Source: an optimization exercise on an open RTL-to-GDS flow (aim: small area and a short achievable clock period). Production flows keep margins and buffers that such runs may drop. Where RTL was checked, it was by simulation tests only, not by an equivalence proof against the original. Power and IR drop assume default switching activity.

==> flow/design.v (excerpt) <==
module bbox_top (
    input  logic         clk,
    input  logic         reset,
    input  logic [143:0] triangle,
    input  logic         tri_valid,
    input  logic [47:0]  screen,
    input  logic [3:0]   msaa,
    input  logic         halt,
    output logic         out_valid,
    output logic [143:0] out_triangle,
    output logic [95:0]  out_box
);
Settings: LEC_CHECK=0, CAP_MARGIN=20, CORE_MARGIN=2, CORE_UTILIZATION=40, SETUP_SLACK_MARGIN=3.7, SLEW_MARGIN=20; clock period 6.0 ns.
standard.sh (not shown) runs the stock make flow with config.mk's settings and CLKGATE_MAP_FILE= SYNTH_SCRIPT=/design/flow/synth_recipe.tcl, a recipe that flattens the netlist after the stock synthesis.
==> flow/flow/run.sh <==
#!/bin/bash
set -o pipefail
export BUFFER_PORTS_ARGS="-buffer_cell sky130_fd_sc_hd__buf_2"
bash standard.sh > standard.log 2>&1
Next try:
--- a/flow/config.mk
+++ b/flow/config.mk
@@ -9,4 +9,6 @@
 export CORE_MARGIN = 2
 export CORE_UTILIZATION = 40
+export CTS_CLUSTER_DIAMETER = 100
+export CTS_CLUSTER_SIZE = 30
 export SETUP_SLACK_MARGIN = 3.7
 export SLEW_MARGIN = 20
Outcome:
- total power went down by about a fifth
- non-clock buffer count rises by 8
- utilization came out lower by 2.0 points
- synthesized area stays the same
- die area does not change
- hold slack gains 0.013 ns
- flip-flop and latch count is unchanged
- design area went down by a few percent
- register-to-register slack is worse by 0.03 ns
- via count falls slightly
Next try:
--- a/flow/config.mk
+++ b/flow/config.mk
@@ -6,9 +6,10 @@
 export NUM_CORES = 4
 export LEC_CHECK = 0
+export ABC_AREA = 1
 export CAP_MARGIN = 20
 export CORE_MARGIN = 2
 export CORE_UTILIZATION = 40
 export CTS_CLUSTER_DIAMETER = 100
-export CTS_CLUSTER_SIZE = 30
+export CTS_CLUSTER_SIZE = 24
 export SETUP_SLACK_MARGIN = 3.7
 export SLEW_MARGIN = 20
Via count increases by 13%.
Core utilization is lower by 1.4 points.
Synthesized area went up by 3.4%.
Global-route usage grows by 0.74 points.
Die area goes up by 3.3%.
Final area came out higher by 1.0%.
Setup slack improves by 0.17 ns.
Wire length rose by 6.0%.
Next try:
--- a/flow/config.mk
+++ b/flow/config.mk
@@ -9,5 +9,5 @@
 export CAP_MARGIN = 20
 export CORE_MARGIN = 2
-export CORE_UTILIZATION = 40
+export CORE_UTILIZATION = 60
 export CTS_CLUSTER_DIAMETER = 100
 export CTS_CLUSTER_SIZE = 24
Outcome: The new run finished clean; die area is lower by about 33%; worst hold slack gains 0.017 ns; combinational power barely changes.

* * *

## job 2473
Another version of the RTL of bbox_top (not shown whole).
## bbox_top
module bbox_top (
    input  logic         clk,
    input  logic         reset,
    input  logic [143:0] triangle,
    input  logic         tri_valid,
    input  logic [47:0]  screen,
    input  logic [3:0]   msaa,
    input  logic         halt,
    output logic         out_valid,
    output logic [143:0] out_triangle,
    output logic [95:0]  out_box
);
==> flow/config.mk <==
export PLATFORM = sky130hd
export DESIGN_NAME = bbox_top
export DESIGN_NICKNAME = bbox_top
export VERILOG_FILES = /design/flow/design.v
export SDC_FILE = /design/flow/constraint.sdc
export NUM_CORES = 4
export LEC_CHECK = 0
export ABC_AREA = 1
export CAP_MARGIN = 20
export CORE_MARGIN = 2
export CORE_UTILIZATION = 60
export CTS_CLUSTER_DIAMETER = 100
export CTS_CLUSTER_SIZE = 24
export GPL_ROUTABILITY_DRIVEN = 0
export SETUP_SLACK_MARGIN = 3.7
export SLEW_MARGIN = 20
==> flow/constraint.sdc <==
create_clock -name core_clock -period 6.0 [get_ports {clk}]
set_input_delay 1.2000 -clock core_clock [delete_from_list [all_inputs] [get_ports {clk}]]
set_output_delay 1.2000 -clock core_clock [all_outputs]
set_load 0.01 [all_outputs]
==> flow/flow/run.sh <==
#!/bin/bash
set -o pipefail
HERE=$(pwd)
bash standard.sh "BUFFER_PORTS_ARGS=-buffer_cell sky130_fd_sc_hd__buf_1" \
    POST_GLOBAL_PLACE_TCL=$HERE/flow/outbuf.tcl finish > standard.log 2>&1
==> flow/flow/outbuf.tcl <==
# Output port buffers: buf_1 -> buf_2
set block [ord::get_db_block]
set buf2 [[ord::get_db] findMaster sky130_fd_sc_hd__buf_2]
set n 0
foreach bt [$block getBTerms] {
  if { [$bt getIoType] != "OUTPUT" } { continue }
  set net [$bt getNet]
  if { $net == "NULL" } { continue }
  foreach it [$net getITerms] {
    set inst [$it getInst]
    if { [$it isOutputSignal] && [[$inst getMaster] getName] == "sky130_fd_sc_hd__buf_1" } {
      $inst swapMaster $buf2
      incr n
    }
  }
}
puts "outbuf.tcl: $n output port buffers made buf_2"
estimate_parasitics -placement
## Diff of input files: job 994 against job 2473
Settings: a change of CTS_CLUSTER_SIZE from 24 to 30; a deleted GPL_ROUTABILITY_DRIVEN that had been 0; a change of CTS_CLUSTER_DIAMETER from 100 to 150; a change of CORE_UTILIZATION from 60 to 55.
Notes after the runs:
Job 994: standby leakage power about 0.6% below job 2473. In the flow results for job 2473 and job 994, the total routing usage reported by global routing is larger on job 2473. On fraction of cell area in non-clock buffers, job 2473 tracks job 994 almost exactly. Job 994 vs. job 2473: smallest setup slack after layout shows an increase of 0.027 ns; final worst clock skew was more or less identical.
Input-level comparison between job 7007 and job 994:
Settings: a change of CTS_CLUSTER_SIZE from 30 to 24; a change of CORE_UTILIZATION from 55 to 60; a change of CTS_CLUSTER_DIAMETER from 150 to 100.
--- outcome ---
- Job 7007 against job 994: combinational group share of total power decreased 0.2 points, number of DRC violations after detailed-routing iteration 0 up 341.
- In the metrics for job 7007 and job 994, the one carrying the higher per-cell via count in the routed design is job 7007.
Here is what was changed in the inputs of job 986 compared with job 7007.
Settings: a change of CTS_CLUSTER_DIAMETER from 100 to 150; a change of CORE_UTILIZATION from 60 to 65; a change of CTS_CLUSTER_SIZE from 24 to 30.
Results
Taking job 7007 as the reference, in job 986 area growth from synthesis to layout -0.21 points; setup slack +0.041 ns; clock transition at the registers of the reported paths +0.02 ns; share of post-route cells with drive strength above 1 ~0 delta. No stage failed in job 986, and the final checks on the layout all came back clean. Summary of job 986 over job 7007: final cell count without fillers lower; utilization shows an increase of 6.0 points. Compared job 986 against job 7007; placement-stage cell area within noise. Compared job 7007 against job 986; final design instance area without fill within noise. Diff job 986 and job 7007: combinational share of power higher in job 986.
No run of this note included a check of the RTL's function; only the layout flow was run.

* * *

## rev 12
bbox_top, a different RTL version from the one above (not shown whole).
Size: ~1500 cells after synthesis, about 530 flip-flops, about 440 I/O pins, roughly 21000 µm² of cells after synthesis.
==> flow/design.v (excerpt) <==
module bbox_top (
    input  logic         clk,
    input  logic         reset,
    input  logic [143:0] triangle,
    input  logic         tri_valid,
    input  logic [47:0]  screen,
    input  logic [3:0]   msaa,
    input  logic         halt,
    output logic         out_valid,
    output logic [143:0] out_triangle,
    output logic [95:0]  out_box
);
Settings: LEC_CHECK=0, ABC_AREA=1, CAP_MARGIN=20, CORE_MARGIN=2, CORE_UTILIZATION=60, CTS_CLUSTER_DIAMETER=100, CTS_CLUSTER_SIZE=24, SETUP_SLACK_MARGIN=3.7, SLEW_MARGIN=20; clock period 6.0 ns.
==> flow/flow/run.sh <==
#!/bin/bash
set -o pipefail
HERE=$(pwd)
rm -rf "$HERE/scripts"
cp -r "$FLOW_HOME/scripts" "$HERE/scripts"
cp "$HERE/flow/abc_area.script" "$HERE/scripts/abc_area.script"
bash standard.sh SCRIPTS_DIR=$HERE/scripts \
    "BUFFER_PORTS_ARGS=-buffer_cell sky130_fd_sc_hd__buf_1" \
    POST_GLOBAL_PLACE_TCL=$HERE/flow/outbuf.tcl finish > standard.log 2>&1
==> flow/flow/abc_area.script <==
strash
dch
map -a
topo
stime -c
upsize -c
dnsize -c
Scripts as last shown in full above: flow/flow/outbuf.tcl
Rev 12 reached the final stage; the timing, DRC and antenna checks on its layout passed.
#### Input delta (rev 13 over rev 12)
- swapping 3.7 for 3.4 in SETUP_SLACK_MARGIN
==> flow/flow/run.sh <==
#!/bin/bash
set -o pipefail
HERE=$(pwd)
bash standard.sh "BUFFER_PORTS_ARGS=-buffer_cell sky130_fd_sc_hd__buf_1" \
    POST_GLOBAL_PLACE_TCL=$HERE/flow/outbuf.tcl finish > standard.log 2>&1
removed: flow/flow/abc_area.script
Notes after the runs:
The maximum frequency of rev 13 was superior to that of rev 12. u_pipe.d1[8]$_DFFE_PN_ as the end of the critical path was reported by rev 13, and v1$_SDFFE_PP0N_ by rev 12. As far as worst-case register-to-register setup slack is concerned, rev 12 and rev 13 perform about the same. Between rev 12 and rev 13, the difference in clock power is negligible.

* * *

Another version of the RTL of bbox_top (not shown whole).
Size: roughly 1,800 cells after synthesis, ~530 flip-flops.
// bbox_top
module bbox_top (
    input  logic         clk,
    input  logic         reset,
    input  logic [143:0] triangle,
    input  logic         tri_valid,
    input  logic [47:0]  screen,
    input  logic [3:0]   msaa,
    input  logic         halt,
    output logic         out_valid,
    output logic [143:0] out_triangle,
    output logic [95:0]  out_box
);
clock: 6.0 ns
lec_check: 0
abc_area: 1
cap_margin: 20
core_margin: 2
core_utilization: 70
cts_cluster_diameter: 100
cts_cluster_size: 24
setup_slack_margin: 3.7
slew_margin: 20
==> flow/flow/run.sh <==
#!/bin/bash
set -o pipefail
HERE=$(pwd)
bash standard.sh "BUFFER_PORTS_ARGS=-buffer_cell sky130_fd_sc_hd__buf_1" \
    POST_GLOBAL_PLACE_TCL=$HERE/flow/outbuf.tcl finish > standard.log 2>&1
Scripts as last shown in full above: flow/flow/outbuf.tcl
Change:
Settings changed: CORE_UTILIZATION 70 to 60.
Worst hold slack got worse by 8.0 ps.
Clock-buffer cell count stays the same.
Cell count rises by 2.1%.
Worst setup slack improved by 79 ps.
Core utilization falls by 12 points.
Sequential share of layout area rises by 0.17 points.
Design area barely changes.
Routed wire length falls by 13%.
Power falls by 1.5%.
Die area rises by 16%.
Combinational power falls by about 5%.

* * *

Setup of try-garnet:
The RTL this note starts from:
==> flow/design.v <==
module bbox_extent (
    input  logic [143:0] triangle,
    input  logic [47:0]  screen,
    input  logic [2:0]   grid,
    output logic [3:0]   ord_x,
    output logic [3:0]   ord_y,
    output logic         uclip_x,
    output logic         uclip_y,
    output logic         on_screen
);
    localparam integer SIGFIG = 24;
    localparam integer RADIX  = 10;
    function automatic logic gt_u(input logic [SIGFIG-1:0] a,
                                  input logic [SIGFIG-1:0] b);
        logic [31:0] g, l;
        g = {8'b0, a & ~b};
        l = {8'b0, ~a & b};
        for (int s = 1; s < 32; s = s * 2) begin
            for (int i = 0; i < 32; i = i + 2 * s) begin
                g[i] = g[i+s] | (~l[i+s] & g[i]);
                l[i] = l[i+s] | (~g[i+s] & l[i]);
            end
        end
        gt_u = g[0];
    endfunction
    function automatic logic gt_s(input logic [SIGFIG-1:0] a,
                                  input logic [SIGFIG-1:0] b);
        gt_s = gt_u({~a[SIGFIG-1], a[SIGFIG-2:0]}, {~b[SIGFIG-1], b[SIGFIG-2:0]});
    endfunction
    function automatic logic [SIGFIG-1:0] floor_g(input logic [SIGFIG-1:0] v,
                                                  input logic [2:0] g);
        floor_g = {v[SIGFIG-1:RADIX], v[RADIX-1:RADIX-3] & g, {(RADIX-3){1'b0}}};
    endfunction
    function automatic logic [6:0] axis(input logic [SIGFIG-1:0] a,
                                        input logic [SIGFIG-1:0] b,
                                        input logic [SIGFIG-1:0] c,
                                        input logic [SIGFIG-1:0] s,
                                        input logic [2:0] g);
        logic [SIGFIG-1:0] fa, fb, fc;
        logic gt_a, gt_b, gt_c;
        fa = floor_g(a, g);
        fb = floor_g(b, g);
        fc = floor_g(c, g);
        axis[0] = !gt_s(fa, fb);
        axis[1] = !gt_s(fa, fc);
        axis[2] = !gt_s(fb, fc);
        axis[3] = a[SIGFIG-1] | b[SIGFIG-1] | c[SIGFIG-1];
        gt_a = gt_s(fa, s);
        gt_b = gt_s(fb, s);
        gt_c = gt_s(fc, s);
        axis[4] = gt_a | gt_b | gt_c;
        axis[5] = !(a[SIGFIG-1] & b[SIGFIG-1] & c[SIGFIG-1]);
        axis[6] = !(gt_a & gt_b & gt_c);
    endfunction
    logic [6:0] ax, ay;
    assign ax = axis(triangle[143:120], triangle[95:72], triangle[47:24], screen[47:24], grid);
    assign ay = axis(triangle[119:96],  triangle[71:48], triangle[23:0],  screen[23:0],  grid);
    assign ord_x     = ax[3:0];
    assign uclip_x   = ax[4];
    assign ord_y     = ay[3:0];
    assign uclip_y   = ay[4];
    assign on_screen = ax[5] & ax[6] & ay[5] & ay[6];
endmodule
module bbox_snap_clip (
    input  logic [143:0] triangle,
    input  logic [47:0]  screen,
    input  logic [2:0]   grid,
    input  logic [3:0]   ord_x,
    input  logic [3:0]   ord_y,
    input  logic         uclip_x,
    input  logic         uclip_y,
    output logic [95:0]  box
);
    localparam integer SIGFIG = 24;
    localparam integer RADIX  = 10;
    function automatic logic [SIGFIG-1:0] pick(input logic [2:0] sel,
                                               input logic [SIGFIG-1:0] a,
                                               input logic [SIGFIG-1:0] b,
                                               input logic [SIGFIG-1:0] c);
        pick = ({SIGFIG{sel[0]}} & a)
             | ({SIGFIG{sel[1]}} & b)
             | ({SIGFIG{sel[2]}} & c);
    endfunction
    function automatic logic [SIGFIG-1:0] floor_g(input logic [SIGFIG-1:0] v,
                                                  input logic [2:0] g);
        floor_g = {v[SIGFIG-1:RADIX], v[RADIX-1:RADIX-3] & g, {(RADIX-3){1'b0}}};
    endfunction
    function automatic logic [2:0] min_sel(input logic [3:0] o);
        min_sel[0] = !o[3] &  o[0] &  o[1];
        min_sel[1] = !o[3] & !o[0] &  o[2];
        min_sel[2] = !o[3] & !o[1] & !o[2];
    endfunction
    function automatic logic [2:0] max_sel(input logic [3:0] o);
        max_sel[0] = !o[0] & !o[1];
        max_sel[1] =  o[0] & !o[2];
        max_sel[2] =  o[1] &  o[2];
    endfunction
    logic [SIGFIG-1:0] lx, ly, ux, uy;
    assign lx = floor_g(pick(min_sel(ord_x), triangle[143:120], triangle[95:72], triangle[47:24]), grid);
    assign ly = floor_g(pick(min_sel(ord_y), triangle[119:96],  triangle[71:48], triangle[23:0]),  grid);
    assign ux = floor_g(pick(max_sel(ord_x), triangle[143:120], triangle[95:72], triangle[47:24]), grid);
    assign uy = floor_g(pick(max_sel(ord_y), triangle[119:96],  triangle[71:48], triangle[23:0]),  grid);
    assign box[95:72] = {1'b0, lx[SIGFIG-2:0]};
    assign box[71:48] = {1'b0, ly[SIGFIG-2:0]};
    assign box[47:24] = uclip_x ? screen[47:24] : ux;
    assign box[23:0]  = uclip_y ? screen[23:0]  : uy;
endmodule
module bbox_pipe #(
    parameter integer W = 144
) (
    input  logic         clk,
    input  logic         reset,
    input  logic         halt,
    input  logic [W-1:0] in_data,
    input  logic         in_valid,
    output logic [W-1:0] d0,
    output logic [W-1:0] d1,
    output logic [W-1:0] d2,
    output logic         v0
);
    always_ff @(posedge clk) begin
        if (!halt) begin
            d0 <= in_data;
            d1 <= d0;
            d2 <= d1;
        end
    end
    always_ff @(posedge clk) begin
        if (reset) begin
            v0 <= 1'b0;
        end else if (!halt) begin
            v0 <= in_valid;
        end
    end
endmodule
module bbox_top (
    input  logic         clk,
    input  logic         reset,
    input  logic [143:0] triangle,
    input  logic         tri_valid,
    input  logic [47:0]  screen,
    input  logic [3:0]   msaa,
    input  logic         halt,
    output logic         out_valid,
    output logic [143:0] out_triangle,
    output logic [95:0]  out_box
);
    logic [143:0] tri_s0, tri_s1, tri_s2;
    logic         v0, v1, v2;
    logic [2:0]   grid_in;
    logic [2:0]   grid;
    always_comb begin
        case (msaa)
            4'b0100: grid_in = 3'b100;
            4'b0010: grid_in = 3'b110;
            4'b0001: grid_in = 3'b111;
            default: grid_in = 3'b000;
        endcase
    end
    always_ff @(posedge clk) begin
        grid <= grid_in;
    end
    bbox_pipe #(.W(144)) u_pipe (
        .clk      (clk),
        .reset    (reset),
        .halt     (halt),
        .in_data  (triangle),
        .in_valid (tri_valid),
        .d0       (tri_s0),
        .d1       (tri_s1),
        .d2       (tri_s2),
        .v0       (v0)
    );
    logic [3:0] ord_x_c, ord_y_c;
    logic       uclip_x_c, uclip_y_c, on_screen_c;
    bbox_extent u_extent (
        .triangle  (tri_s0),
        .screen    (screen),
        .grid      (grid),
        .ord_x     (ord_x_c),
        .ord_y     (ord_y_c),
        .uclip_x   (uclip_x_c),
        .uclip_y   (uclip_y_c),
        .on_screen (on_screen_c)
    );
    logic [3:0] ord_x, ord_y;
    logic       uclip_x, uclip_y;
    always_ff @(posedge clk) begin
        if (!halt) begin
            ord_x   <= ord_x_c;
            ord_y   <= ord_y_c;
            uclip_x <= uclip_x_c;
            uclip_y <= uclip_y_c;
        end
    end
    logic [95:0] box_c;
    logic [95:0] box;
    bbox_snap_clip u_snap_clip (
        .triangle (tri_s1),
        .screen   (screen),
        .grid     (grid),
        .ord_x    (ord_x),
        .ord_y    (ord_y),
        .uclip_x  (uclip_x),
        .uclip_y  (uclip_y),
        .box      (box_c)
    );
    always_ff @(posedge clk) begin
        if (!halt) begin
            box <= box_c;
        end
    end
    always_ff @(posedge clk) begin
        if (reset) begin
            v1 <= 1'b0;
            v2 <= 1'b0;
        end else if (!halt) begin
            v1 <= v0 & on_screen_c;
            v2 <= v1;
        end
    end
    assign out_valid    = v2;
    assign out_triangle = tri_s2;
    assign out_box      = box;
endmodule
export LEC_CHECK = 0
export ABC_AREA = 1
export CAP_MARGIN = 20
export CORE_MARGIN = 2
export CORE_UTILIZATION = 60
export CTS_CLUSTER_DIAMETER = 100
export CTS_CLUSTER_SIZE = 24
export SETUP_SLACK_MARGIN = 4.0
export SLEW_MARGIN = 20
create_clock -name core_clock -period 6.0 [get_ports {clk}]
Scripts as last shown in full above: flow/flow/run.sh, flow/flow/outbuf.tcl
What try-juniper does differently from try-garnet at the input level:
==> flow/flow/run.sh <==
#!/bin/bash
set -o pipefail
HERE=$(pwd)
rm -rf "$HERE/scripts"
cp -r "$FLOW_HOME/scripts" "$HERE/scripts"
cp "$HERE/flow/abc_area.script" "$HERE/scripts/abc_area.script"
bash standard.sh SCRIPTS_DIR=$HERE/scripts \
    "BUFFER_PORTS_ARGS=-buffer_cell sky130_fd_sc_hd__buf_1" \
    POST_GLOBAL_PLACE_TCL=$HERE/flow/outbuf.tcl finish > standard.log 2>&1
==> flow/flow/abc_area.script (new file) <==
strash
dch
map -a
topo
stime -c
buffer -c
upsize -c
dnsize -c
--- a/flow/config.mk
+++ b/flow/config.mk
@@ -13,3 +13,3 @@
 export CTS_CLUSTER_SIZE = 24
-export SETUP_SLACK_MARGIN = 4.0
+export SETUP_SLACK_MARGIN = 3.7
 export SLEW_MARGIN = 20
--- outcome ---
- Run comparison: try-garnet worst setup path startpoint u_pipe.d2[22]; try-juniper worst setup path startpoint out_box[1]
- Number of nets in the layout was higher in the run labelled try-garnet.
- Diff try-garnet -> try-juniper: setup fix buffers added after clock tree synthesis fell 3, post-route standard cell area excluding fillers now smaller, count of standard-cell rows down 1.
- Row register-to-register slack: try-juniper lower / try-garnet higher
- try-juniper vs try-garnet, number of violations reported at the end of detailed-routing iteration 0 went down by about 9%.
- Going from try-garnet to try-juniper, simple-gate share of the synthesized area fell by 5.8 points; synthesized area went down 4.1%; share of the core filled with cells went down.
The following lists how try-pepper was set up differently from try-juniper:
==> flow/flow/run.sh <==
#!/bin/bash
set -o pipefail
HERE=$(pwd)
bash standard.sh "BUFFER_PORTS_ARGS=-buffer_cell sky130_fd_sc_hd__buf_1" \
    POST_GLOBAL_PLACE_TCL=$HERE/flow/outbuf.tcl finish > standard.log 2>&1
--- a/flow/config.mk
+++ b/flow/config.mk
@@ -11,4 +11,4 @@
 export CORE_UTILIZATION = 60
-export CTS_CLUSTER_DIAMETER = 100
-export CTS_CLUSTER_SIZE = 24
+export CTS_CLUSTER_DIAMETER = 150
+export CTS_CLUSTER_SIZE = 30
 export SETUP_SLACK_MARGIN = 3.7
removed: flow/flow/abc_area.script
==> summary.txt <==
- Compared with try-juniper, in try-pepper fmax rose by 3.5%, post-route standard cell area excluding fillers rose by 290 µm², count of clock-net buffers in the final layout fell by 16%.
- On try-pepper: combinational power share is 0.7 points higher than what try-juniper gave.
- Looking at power consumed by combinational cells, try-pepper sits about 4.5% higher than try-juniper does.
- Side by side, worst setup slack turned out higher in try-pepper than in try-juniper.
- Compare try-pepper and try-juniper | final cell count lower: try-juniper
- Clock-cell share of area: try-pepper and try-juniper compared, lower one is try-pepper
What try-willow does differently from try-pepper at the input level:
--- a/flow/config.mk
+++ b/flow/config.mk
@@ -11,3 +11,3 @@
 export CORE_UTILIZATION = 60
-export CTS_CLUSTER_DIAMETER = 150
+export CTS_CLUSTER_DIAMETER = 100
 export CTS_CLUSTER_SIZE = 30
- The area share of buffers outside the clock network on try-willow is in line with that on try-pepper.
- Global routing met3 resource utilization: try-pepper vs try-willow identical
- From try-willow to try-pepper, design area did not move at all.
- Going from try-pepper to try-willow, clock share of power about even, layout overhead on the synthesized area held steady, number of logic stages on the critical path including buffering did not really move.

-- static timing again, ports no longer ideal --
The results above use ideal ports. As a check the final layouts listed here were re-extracted and re-timed, cells and wires unchanged.
Step 1 sets driving cells, clkbuf_16 on the clock port and buf_2 on the other inputs (assumed; they add their load-dependent delay and slew).
Step 2, shift: input delay + t, output delay - t, t = (earliest + latest rising clock arrival at the registers) / 2. This alone moves slack from input paths to output paths.
Three values: no drivers, after step 1, after step 2; two values: the first two.
run | shift t [ns] | setup slack, ns | hold WS [ns] | pins driven straight from the clock port
the first run of note 1 | 0.665 | 3.333 / 3.333 / 3.260 | 0.417 / 0.417 / 0.417 | 1
the second run of note 1 | 0.639 | 3.301 / 3.301 / 3.264 | 0.430 / 0.430 / 0.430 | 1
the third run of note 1 | 0.669 | 3.467 / 3.408 / 3.206 | 0.408 / 0.408 / 0.408 | 1
the fourth run of note 1 | 0.647 | 3.530 / 3.471 / 3.150 | 0.425 / 0.425 / 0.425 | 1
job 2473 | 0.631 | 3.534 / 3.481 / 3.121 | 0.424 / 0.424 / 0.424 | 1
job 994 | 0.612 | 3.561 / 3.508 / 3.141 | 0.426 / 0.426 / 0.426 | 1
job 7007 | 0.625 | 3.546 / 3.492 / 3.123 | 0.423 / 0.423 / 0.423 | 1
job 986 | 0.599 | 3.586 / 3.532 / 3.054 | 0.429 / 0.429 / 0.429 | 1
rev 12 | 0.627 | 3.480 / 3.441 / 2.814 | 0.424 / 0.424 / 0.424 | 1
rev 13 | 0.614 | 3.541 / 3.527 / 2.960 | 0.417 / 0.417 / 0.417 | 1
the first run of note 4 | 0.625 | 3.495 / 3.442 / 2.844 | 0.423 / 0.423 / 0.423 | 1
the second run of note 4 | 0.623 | 3.575 / 3.530 / 2.947 | 0.415 / 0.415 / 0.415 | 1
try-garnet | 0.635 | 3.568 / 3.513 / 3.228 | 0.424 / 0.424 / 0.424 | 1
try-juniper | 0.618 | 3.506 / 3.452 / 2.934 | 0.406 / 0.406 / 0.406 | 1
try-pepper | 0.607 | 3.591 / 3.538 / 3.144 | 0.414 / 0.414 / 0.414 | 1
try-willow | 0.607 | 3.591 / 3.538 / 3.144 | 0.414 / 0.414 / 0.414 | 1
After both steps setup and hold are still met in every run listed. For rev 12, which loses most, drivers alone change the setup slack by -0.039 ns; drivers and shift together by -0.666 ns.
